This design comes from an exercise in tuning for small area and a short achievable clock period on the open sky130 flow, not from production work.
The RTL was checked by simulation tests, not by an equivalence proof against the original design.
The clock port is modelled as an ideal driver; clocking choices that lean on that would not hold on a real chip.
Power and IR drop assume default switching activity.

Setup of run A:
==> flow/design.v <==
package types;
    localparam int LB_TAG_BITS = 27;
endpackage
module lb_port_lookup
#(
    parameter int NUM_ENTRIES = 4,
    parameter int LINE_BITS   = 256,
    parameter int WIDX        = 3
) (
    input  logic [NUM_ENTRIES*types::LB_TAG_BITS-1:0] tags,
    input  logic [NUM_ENTRIES-1:0]             valid,
    input  logic [NUM_ENTRIES*LINE_BITS-1:0]   data,
    input  logic [types::LB_TAG_BITS-1:0]      req_tag,
    input  logic                               req_live,
    input  logic [LINE_BITS-1:0]               fill_line,
    input  logic [types::LB_TAG_BITS-1:0]      line_tag,
    input  logic [WIDX-1:0]                    word_idx,
    output logic                               hit,
    output logic                               req_match,
    output logic [31:0]                        word
);
    localparam int WORDS = LINE_BITS / 32;
    logic [NUM_ENTRIES-1:0] hit_vec;
    logic [WORDS-1:0]       wdec;
    for (genvar e = 0; e < NUM_ENTRIES; e++) begin : g_cmp
        assign hit_vec[e] = valid[e] &&
            (tags[e*types::LB_TAG_BITS +: types::LB_TAG_BITS] == line_tag);
    end
    assign hit       = |hit_vec;
    assign req_match = req_live && (req_tag == line_tag);
    for (genvar w = 0; w < WORDS; w++) begin : g_dec
        assign wdec[w] = (word_idx == WIDX'(w));
    end
    logic [31:0] ent_word [NUM_ENTRIES];
    logic [31:0] fill_word;
    always_comb begin
        for (int e = 0; e < NUM_ENTRIES; e++) begin
            ent_word[e] = '0;
            for (int w = 0; w < WORDS; w++)
                ent_word[e] = ent_word[e] |
                    ({32{wdec[w]}} & data[e*LINE_BITS + w*32 +: 32]);
        end
        fill_word = '0;
        for (int w = 0; w < WORDS; w++)
            fill_word = fill_word | ({32{wdec[w]}} & fill_line[w*32 +: 32]);
    end
    always_comb begin
        word = {32{req_match}} & fill_word;
        for (int e = 0; e < NUM_ENTRIES; e++)
            word = word | ({32{hit_vec[e]}} & ent_word[e]);
    end
endmodule
module fetch_linebuffer_mp
#(
    parameter int NUM_ENTRIES = 4,
    parameter int NUM_PORTS   = 2,
    parameter int LINE_BITS   = 256
) (
    input  logic                       clk,
    input  logic                       rst,
    input  logic [NUM_PORTS*32-1:0]    fetch_addr,
    input  logic [NUM_PORTS*4-1:0]     fetch_rmask,
    output logic [NUM_PORTS*32-1:0]    fetch_rdata,
    output logic [NUM_PORTS-1:0]       fetch_resp,
    input  logic                       invalidate,
    output logic [31:0]                cache_addr,
    output logic [3:0]                 cache_rmask,
    input  logic [LINE_BITS-1:0]       cache_rdata_line,
    input  logic                       cache_resp
);
    localparam int TB       = types::LB_TAG_BITS;
    localparam int WORDS    = LINE_BITS / 32;
    localparam int WIDX     = (WORDS > 1) ? $clog2(WORDS) : 1;
    localparam int PTR_BITS = (NUM_ENTRIES > 1) ? $clog2(NUM_ENTRIES) : 1;
    logic                      busy_reg;
    logic                      live_reg;
    logic [TB-1:0]             req_tag_reg;
    logic [PTR_BITS-1:0]       rr_ptr_reg;
    logic [NUM_ENTRIES-1:0]    valid_reg;
    logic [NUM_ENTRIES*TB-1:0]        tag_reg;
    logic [NUM_ENTRIES*LINE_BITS-1:0] data_reg;
    logic [NUM_PORTS-1:0]      active;
    logic [NUM_PORTS-1:0]      hit;
    logic [NUM_PORTS-1:0]      req_match;
    logic [TB-1:0]             port_tag [NUM_PORTS];
    assign cache_addr  = {req_tag_reg, 5'b00000};
    assign cache_rmask = {4{busy_reg}};
    for (genvar p = 0; p < NUM_PORTS; p++) begin : g_port
        assign port_tag[p] = fetch_addr[p*32+5 +: TB];
        assign active[p]   = |fetch_rmask[p*4 +: 4];
        lb_port_lookup #(
            .NUM_ENTRIES (NUM_ENTRIES),
            .LINE_BITS   (LINE_BITS),
            .WIDX        (WIDX)
        ) u_lookup (
            .tags      (tag_reg),
            .valid     (valid_reg),
            .data      (data_reg),
            .req_tag   (req_tag_reg),
            .req_live  (busy_reg & live_reg),
            .fill_line (cache_rdata_line),
            .line_tag  (port_tag[p]),
            .word_idx  (fetch_addr[p*32+2 +: WIDX]),
            .hit       (hit[p]),
            .req_match (req_match[p]),
            .word      (fetch_rdata[p*32 +: 32])
        );
        assign fetch_resp[p] = !invalidate && active[p] &&
                               (hit[p] || (req_match[p] && cache_resp));
    end
    logic [NUM_PORTS-1:0] miss;
    logic                 any_miss;
    logic [TB-1:0]        miss_tag;
    assign miss = active & ~hit;
    always_comb begin
        any_miss = 1'b0;
        miss_tag = port_tag[NUM_PORTS-1];
        for (int p = NUM_PORTS - 1; p >= 0; p--) begin
            if (miss[p]) begin
                any_miss = 1'b1;
                miss_tag = port_tag[p];
            end
        end
    end
    logic                   has_invalid;
    logic [NUM_ENTRIES-1:0] victim_oh;
    always_comb begin
        has_invalid = 1'b0;
        victim_oh   = '0;
        for (int e = 0; e < NUM_ENTRIES; e++) begin
            if (!valid_reg[e] && !has_invalid) begin
                has_invalid  = 1'b1;
                victim_oh[e] = 1'b1;
            end
        end
        if (!has_invalid) victim_oh[rr_ptr_reg] = 1'b1;
    end
    logic                   fill_en;
    logic [NUM_ENTRIES-1:0] we;
    assign fill_en = busy_reg && live_reg && cache_resp && !invalidate;
    assign we      = victim_oh & {NUM_ENTRIES{fill_en}};
    always_ff @(posedge clk) begin
        if (rst) begin
            busy_reg   <= 1'b0;
            live_reg   <= 1'b0;
            rr_ptr_reg <= '0;
            valid_reg  <= '0;
        end else begin
            if (busy_reg) begin
                busy_reg <= !cache_resp;
                live_reg <= live_reg && !invalidate;
            end else begin
                busy_reg <= !invalidate && any_miss;
                live_reg <= 1'b1;
            end
            if (fill_en && !has_invalid) rr_ptr_reg <= rr_ptr_reg + 1'b1;
            if (invalidate) valid_reg <= '0;
            else            valid_reg <= valid_reg | we;
        end
    end
    always_ff @(posedge clk) begin
        if (!busy_reg) req_tag_reg <= miss_tag;
    end
    always_ff @(posedge clk) begin
        for (int e = 0; e < NUM_ENTRIES; e++) begin
            if (we[e]) begin
                tag_reg[e*TB +: TB]               <= req_tag_reg;
                data_reg[e*LINE_BITS +: LINE_BITS] <= cache_rdata_line;
            end
        end
    end
endmodule
export LEC_CHECK = 0
export CAP_MARGIN = 20
export CORE_MARGIN = 2
export CORE_UTILIZATION = 40
export SETUP_SLACK_MARGIN = 0.5
export SLEW_MARGIN = 20
create_clock -name core_clock -period 7.0 [get_ports {clk}]
standard.sh (not shown) runs the stock make flow with config.mk's settings and CLKGATE_MAP_FILE= SYNTH_SCRIPT=/design/flow/synth_recipe.tcl, a recipe that flattens the netlist after the stock synthesis.
==> flow/flow/run.sh <==
#!/bin/bash
# Standard synthesis and layout, except: the slow OR4 and NOR4 cells are kept out of
# mapping, port buffers are small plain buffers that timing repair may
# resize, clock sinks are gathered into larger clusters without dummy loads,
# and timing repair is pushed harder on the worst path (flow/post_cts.tcl).
DU="sky130_fd_sc_hd__probe_p_8 sky130_fd_sc_hd__probec_p_8 sky130_fd_sc_hd__lpflow_bleeder_1 sky130_fd_sc_hd__lpflow_clkbufkapwr_1 sky130_fd_sc_hd__lpflow_clkbufkapwr_16 sky130_fd_sc_hd__lpflow_clkbufkapwr_2 sky130_fd_sc_hd__lpflow_clkbufkapwr_4 sky130_fd_sc_hd__lpflow_clkbufkapwr_8 sky130_fd_sc_hd__lpflow_clkinvkapwr_1 sky130_fd_sc_hd__lpflow_clkinvkapwr_16 sky130_fd_sc_hd__lpflow_clkinvkapwr_2 sky130_fd_sc_hd__lpflow_clkinvkapwr_4 sky130_fd_sc_hd__lpflow_clkinvkapwr_8 sky130_fd_sc_hd__lpflow_decapkapwr_12 sky130_fd_sc_hd__lpflow_decapkapwr_3 sky130_fd_sc_hd__lpflow_decapkapwr_4 sky130_fd_sc_hd__lpflow_decapkapwr_6 sky130_fd_sc_hd__lpflow_decapkapwr_8 sky130_fd_sc_hd__lpflow_inputiso0n_1 sky130_fd_sc_hd__lpflow_inputiso0p_1 sky130_fd_sc_hd__lpflow_inputiso1n_1 sky130_fd_sc_hd__lpflow_inputiso1p_1 sky130_fd_sc_hd__lpflow_inputisolatch_1 sky130_fd_sc_hd__lpflow_isobufsrc_1 sky130_fd_sc_hd__lpflow_isobufsrc_16 sky130_fd_sc_hd__lpflow_isobufsrc_2 sky130_fd_sc_hd__lpflow_isobufsrc_4 sky130_fd_sc_hd__lpflow_isobufsrc_8 sky130_fd_sc_hd__lpflow_isobufsrckapwr_16 sky130_fd_sc_hd__lpflow_lsbuf_lh_hl_isowell_tap_1 sky130_fd_sc_hd__lpflow_lsbuf_lh_hl_isowell_tap_2 sky130_fd_sc_hd__lpflow_lsbuf_lh_hl_isowell_tap_4 sky130_fd_sc_hd__lpflow_lsbuf_lh_isowell_4 sky130_fd_sc_hd__lpflow_lsbuf_lh_isowell_tap_1 sky130_fd_sc_hd__lpflow_lsbuf_lh_isowell_tap_2 sky130_fd_sc_hd__lpflow_lsbuf_lh_isowell_tap_4"
DU="$DU sky130_fd_sc_hd__or4_1 sky130_fd_sc_hd__or4_2 sky130_fd_sc_hd__or4_4"
DU="$DU sky130_fd_sc_hd__or4b_1 sky130_fd_sc_hd__or4b_2 sky130_fd_sc_hd__or4b_4"
DU="$DU sky130_fd_sc_hd__or4bb_1 sky130_fd_sc_hd__or4bb_2 sky130_fd_sc_hd__or4bb_4"
DU="$DU sky130_fd_sc_hd__nor4_1 sky130_fd_sc_hd__nor4_2 sky130_fd_sc_hd__nor4_4"
DU="$DU sky130_fd_sc_hd__nor4b_1 sky130_fd_sc_hd__nor4b_2 sky130_fd_sc_hd__nor4b_4"
DU="$DU sky130_fd_sc_hd__nor4bb_1 sky130_fd_sc_hd__nor4bb_2 sky130_fd_sc_hd__nor4bb_4"
CTS="-sink_clustering_enable -repair_clock_nets -dont_use_dummy_load"
CTS="$CTS -sink_clustering_size 24 -sink_clustering_max_diameter 60"
bash standard.sh "DONT_USE_CELLS=$DU" TNS_END_PERCENT=0 \
  "POST_CTS_TCL=$(pwd)/flow/post_cts.tcl" MATCH_CELL_FOOTPRINT=0 \
  "BUFFER_PORTS_ARGS=-buffer_cell sky130_fd_sc_hd__buf_1" \
  CORE_UTILIZATION=45 "CTS_ARGS=$CTS" \
  SETUP_SLACK_MARGIN=3 finish > standard.log 2>&1
==> flow/flow/post_cts.tcl <==
estimate_parasitics -placement
for {set i 0} {$i < 2} {incr i} {
  repair_timing -setup -setup_margin $::env(SETUP_SLACK_MARGIN) -repair_tns 0 \
    -sequence "unbuffer,sizeup,swap,buffer,clone,split" -verbose
}
detailed_placement
check_placement -verbose
### run A -> run B
--- a/flow/flow/run.sh
+++ b/flow/flow/run.sh
@@ -5 +5 @@
-# and timing repair is pushed harder on the worst path (flow/post_cts.tcl).
+# and timing repair is pushed harder.
@@ -14,3 +14,2 @@
-CTS="$CTS -sink_clustering_size 24 -sink_clustering_max_diameter 60"
-bash standard.sh "DONT_USE_CELLS=$DU" TNS_END_PERCENT=0 \
-  "POST_CTS_TCL=$(pwd)/flow/post_cts.tcl" MATCH_CELL_FOOTPRINT=0 \
+CTS="$CTS -sink_clustering_size 30 -sink_clustering_max_diameter 65"
+bash standard.sh "DONT_USE_CELLS=$DU" TNS_END_PERCENT=0 MATCH_CELL_FOOTPRINT=0 \
@@ -18,2 +17,2 @@
-  CORE_UTILIZATION=45 "CTS_ARGS=$CTS" \
-  SETUP_SLACK_MARGIN=3 finish > standard.log 2>&1
+  CORE_UTILIZATION=60 "CTS_ARGS=$CTS" \
+  SETUP_SLACK_MARGIN=2.5 finish > standard.log 2>&1
removed: flow/flow/post_cts.tcl
Findings:
- Run B finished every stage and its layout cleared the timing, design-rule and antenna checks.
- | length of routed met2 wiring | run B vs run A | about 1.5% lower |
- Worst-case vdd ir drop, run B and run A: lower on run A
- Clock share of power was lower in run B than in run A.
- Diff run A..run B | count of clock tree sinks | unchanged
- Run A leaves more setup margin than run B.
#### Input delta (run C over run B)
--- a/flow/flow/run.sh
+++ b/flow/flow/run.sh
@@ -14,2 +14,2 @@
-CTS="$CTS -sink_clustering_size 30 -sink_clustering_max_diameter 65"
-bash standard.sh "DONT_USE_CELLS=$DU" TNS_END_PERCENT=0 MATCH_CELL_FOOTPRINT=0 \
+CTS="$CTS -sink_clustering_size 24 -sink_clustering_max_diameter 60"
+bash standard.sh "DONT_USE_CELLS=$DU" MATCH_CELL_FOOTPRINT=0 \
@@ -17,2 +17,2 @@
-  CORE_UTILIZATION=60 "CTS_ARGS=$CTS" \
-  SETUP_SLACK_MARGIN=2.5 finish > standard.log 2>&1
+  CORE_UTILIZATION=45 "CTS_ARGS=$CTS" \
+  SETUP_SLACK_MARGIN=2 finish > standard.log 2>&1
Notes after the runs:
For run B, the standard cell with the maximum stage delay on the critical path was sky130_fd_sc_hd__xnor2_1, unlike run C, where it was sky130_fd_sc_hd__nor3b_4.
Relative to run B, the maximum resistive drop on vdd measured on run C has decreased by more than 10%.
Setup slack after layout down 0.15 ns in run C wrt run B
Measured against each other, run B and run C differ in slew of the pin with the lowest slew margin, the higher figure coming from run C.
Comparing run B and run C, the lower starting density of the core was measured on run C.
Delta (run C minus run B): power grew by 7.1%, die footprint +33%.
On vertical extent of the die, the lower figure sits with run B, not run C.
## Diff of input files: run D against run C
--- a/flow/flow/run.sh
+++ b/flow/flow/run.sh
@@ -14 +14 @@
-CTS="$CTS -sink_clustering_size 24 -sink_clustering_max_diameter 60"
+CTS="$CTS -sink_clustering_size 30 -sink_clustering_max_diameter 65"
@@ -17 +17 @@
-  CORE_UTILIZATION=45 "CTS_ARGS=$CTS" \
+  CORE_UTILIZATION=60 "CTS_ARGS=$CTS" \
--- outcome ---
No stage failed in run D, and the final checks on the layout all came back clean.
Taking run D over run C, the power consumption ratio works out to 0.924.
The global-route usage in run D sits 8.9 points above the value recorded for run C.
Relative to run C, the total number of placement rows of run D is lower by 17.
Compared with run C, run D shows placed standard-cell area that has gone down slightly.
From run C to run D the numbers moved as follows: synthesis-to-finish area growth lower; number of synthesized flops with an enable pin stayed essentially flat; sequential portion of the cell area +1.8 points.
Wire length delta (run D − run C): favourable
Run C -> run D: parity-gate share of the synthesized area counting xor and xnor cells delta 0, exact match
[compare] base=run C new=run D: latest clock arrival within the worst-skew pair went down by 0.06 ns; share of the cycle needed by the critical path after routing went up by 0.88 points.

---

Starts from the design.v that is shown in full above.
export LEC_CHECK = 0
export CAP_MARGIN = 20
export CORE_MARGIN = 2
export CORE_UTILIZATION = 40
export SETUP_SLACK_MARGIN = 0.5
export SLEW_MARGIN = 20
create_clock -name core_clock -period 7.0 [get_ports {clk}]
==> flow/flow/run.sh <==
#!/bin/bash
# Standard synthesis and layout, except: the slow OR4, NOR4 and AOI222 cells are kept out of
# mapping, port buffers are small plain buffers that timing repair may
# resize, clock sinks are gathered into larger clusters without dummy loads,
# and timing repair is pushed harder, with a last sizing pass on the worst
# path after clock tree synthesis (flow/post_cts.tcl).
DU="sky130_fd_sc_hd__probe_p_8 sky130_fd_sc_hd__probec_p_8 sky130_fd_sc_hd__lpflow_bleeder_1 sky130_fd_sc_hd__lpflow_clkbufkapwr_1 sky130_fd_sc_hd__lpflow_clkbufkapwr_16 sky130_fd_sc_hd__lpflow_clkbufkapwr_2 sky130_fd_sc_hd__lpflow_clkbufkapwr_4 sky130_fd_sc_hd__lpflow_clkbufkapwr_8 sky130_fd_sc_hd__lpflow_clkinvkapwr_1 sky130_fd_sc_hd__lpflow_clkinvkapwr_16 sky130_fd_sc_hd__lpflow_clkinvkapwr_2 sky130_fd_sc_hd__lpflow_clkinvkapwr_4 sky130_fd_sc_hd__lpflow_clkinvkapwr_8 sky130_fd_sc_hd__lpflow_decapkapwr_12 sky130_fd_sc_hd__lpflow_decapkapwr_3 sky130_fd_sc_hd__lpflow_decapkapwr_4 sky130_fd_sc_hd__lpflow_decapkapwr_6 sky130_fd_sc_hd__lpflow_decapkapwr_8 sky130_fd_sc_hd__lpflow_inputiso0n_1 sky130_fd_sc_hd__lpflow_inputiso0p_1 sky130_fd_sc_hd__lpflow_inputiso1n_1 sky130_fd_sc_hd__lpflow_inputiso1p_1 sky130_fd_sc_hd__lpflow_inputisolatch_1 sky130_fd_sc_hd__lpflow_isobufsrc_1 sky130_fd_sc_hd__lpflow_isobufsrc_16 sky130_fd_sc_hd__lpflow_isobufsrc_2 sky130_fd_sc_hd__lpflow_isobufsrc_4 sky130_fd_sc_hd__lpflow_isobufsrc_8 sky130_fd_sc_hd__lpflow_isobufsrckapwr_16 sky130_fd_sc_hd__lpflow_lsbuf_lh_hl_isowell_tap_1 sky130_fd_sc_hd__lpflow_lsbuf_lh_hl_isowell_tap_2 sky130_fd_sc_hd__lpflow_lsbuf_lh_hl_isowell_tap_4 sky130_fd_sc_hd__lpflow_lsbuf_lh_isowell_4 sky130_fd_sc_hd__lpflow_lsbuf_lh_isowell_tap_1 sky130_fd_sc_hd__lpflow_lsbuf_lh_isowell_tap_2 sky130_fd_sc_hd__lpflow_lsbuf_lh_isowell_tap_4"
DU="$DU sky130_fd_sc_hd__or4_1 sky130_fd_sc_hd__or4_2 sky130_fd_sc_hd__or4_4"
DU="$DU sky130_fd_sc_hd__or4b_1 sky130_fd_sc_hd__or4b_2 sky130_fd_sc_hd__or4b_4"
DU="$DU sky130_fd_sc_hd__or4bb_1 sky130_fd_sc_hd__or4bb_2 sky130_fd_sc_hd__or4bb_4"
DU="$DU sky130_fd_sc_hd__nor4_1 sky130_fd_sc_hd__nor4_2 sky130_fd_sc_hd__nor4_4"
DU="$DU sky130_fd_sc_hd__nor4b_1 sky130_fd_sc_hd__nor4b_2 sky130_fd_sc_hd__nor4b_4"
DU="$DU sky130_fd_sc_hd__nor4bb_1 sky130_fd_sc_hd__nor4bb_2 sky130_fd_sc_hd__nor4bb_4"
DU="$DU sky130_fd_sc_hd__a222oi_1"
CTS="-sink_clustering_enable -repair_clock_nets -dont_use_dummy_load"
CTS="$CTS -sink_clustering_size 30 -sink_clustering_max_diameter 65"
bash standard.sh "DONT_USE_CELLS=$DU" "POST_CTS_TCL=$(pwd)/flow/post_cts.tcl" MATCH_CELL_FOOTPRINT=0 \
  "BUFFER_PORTS_ARGS=-buffer_cell sky130_fd_sc_hd__buf_1" \
  CORE_UTILIZATION=60 "CTS_ARGS=$CTS" \
  SETUP_SLACK_MARGIN=2 finish > standard.log 2>&1
Other scripts of this flow, unchanged in this note and not shown: flow/flow/post_cts.tcl
==> next run, changes <==
--- a/flow/flow/run.sh
+++ b/flow/flow/run.sh
@@ -1,4 +1,4 @@
 #!/bin/bash
-# Standard synthesis and layout, except: the slow OR4, NOR4 and AOI222 cells are kept out of
+# Standard synthesis and layout, except: the slow OR4 and NOR4 cells are kept out of
 # mapping, port buffers are small plain buffers that timing repair may
 # resize, clock sinks are gathered into larger clusters without dummy loads,
@@ -12,5 +12,4 @@
 DU="$DU sky130_fd_sc_hd__nor4b_1 sky130_fd_sc_hd__nor4b_2 sky130_fd_sc_hd__nor4b_4"
 DU="$DU sky130_fd_sc_hd__nor4bb_1 sky130_fd_sc_hd__nor4bb_2 sky130_fd_sc_hd__nor4bb_4"
-DU="$DU sky130_fd_sc_hd__a222oi_1"
 CTS="-sink_clustering_enable -repair_clock_nets -dont_use_dummy_load"
 CTS="$CTS -sink_clustering_size 30 -sink_clustering_max_diameter 65"
Register-to-register slack gets better by 0.06 ns; routed wire length is higher by 2.0%; design area is lower by 0.38%; area after synthesis stays flat; hold slack hardly moves.

==> static timing again, ports no longer ideal <==
In the flow no input, the clock included, has a driving cell. The finished layouts below were timed again as built, in two steps.
Step 1: set_driving_cell puts a clkbuf_16 on clk and a buf_2 on each other input, an assumption about the parent block.
Step 2, shift: input delay + t, output delay - t, t = (earliest + latest rising clock arrival at the registers) / 2. This alone moves slack from input paths to output paths.
Slacks: ideal / step 1 / step 2; pairs: ideal / step 1.
run	shift t [ns]	slack for setup (ns)	worst data-port slew with drivers (ns)	pins driven straight from the clock port
run A	0.784	2.202 / 2.150 / 2.150	0.16	1
run B	0.722	2.115 / 2.092 / 2.092	0.15	1
run C	0.790	1.967 / 1.936 / 1.936	0.14	1
run D	0.726	1.905 / 1.873 / 1.873	0.15	1
the first run of note 2	0.705	1.984 / 1.957 / 1.957	0.16	1
the second run of note 2	0.728	1.956 / 1.933 / 1.933	0.14	1
After both steps every run listed still meets setup and hold. The setup slack of run A, which loses most, moves by -0.052 ns with the drivers and by -0.052 ns with both steps.
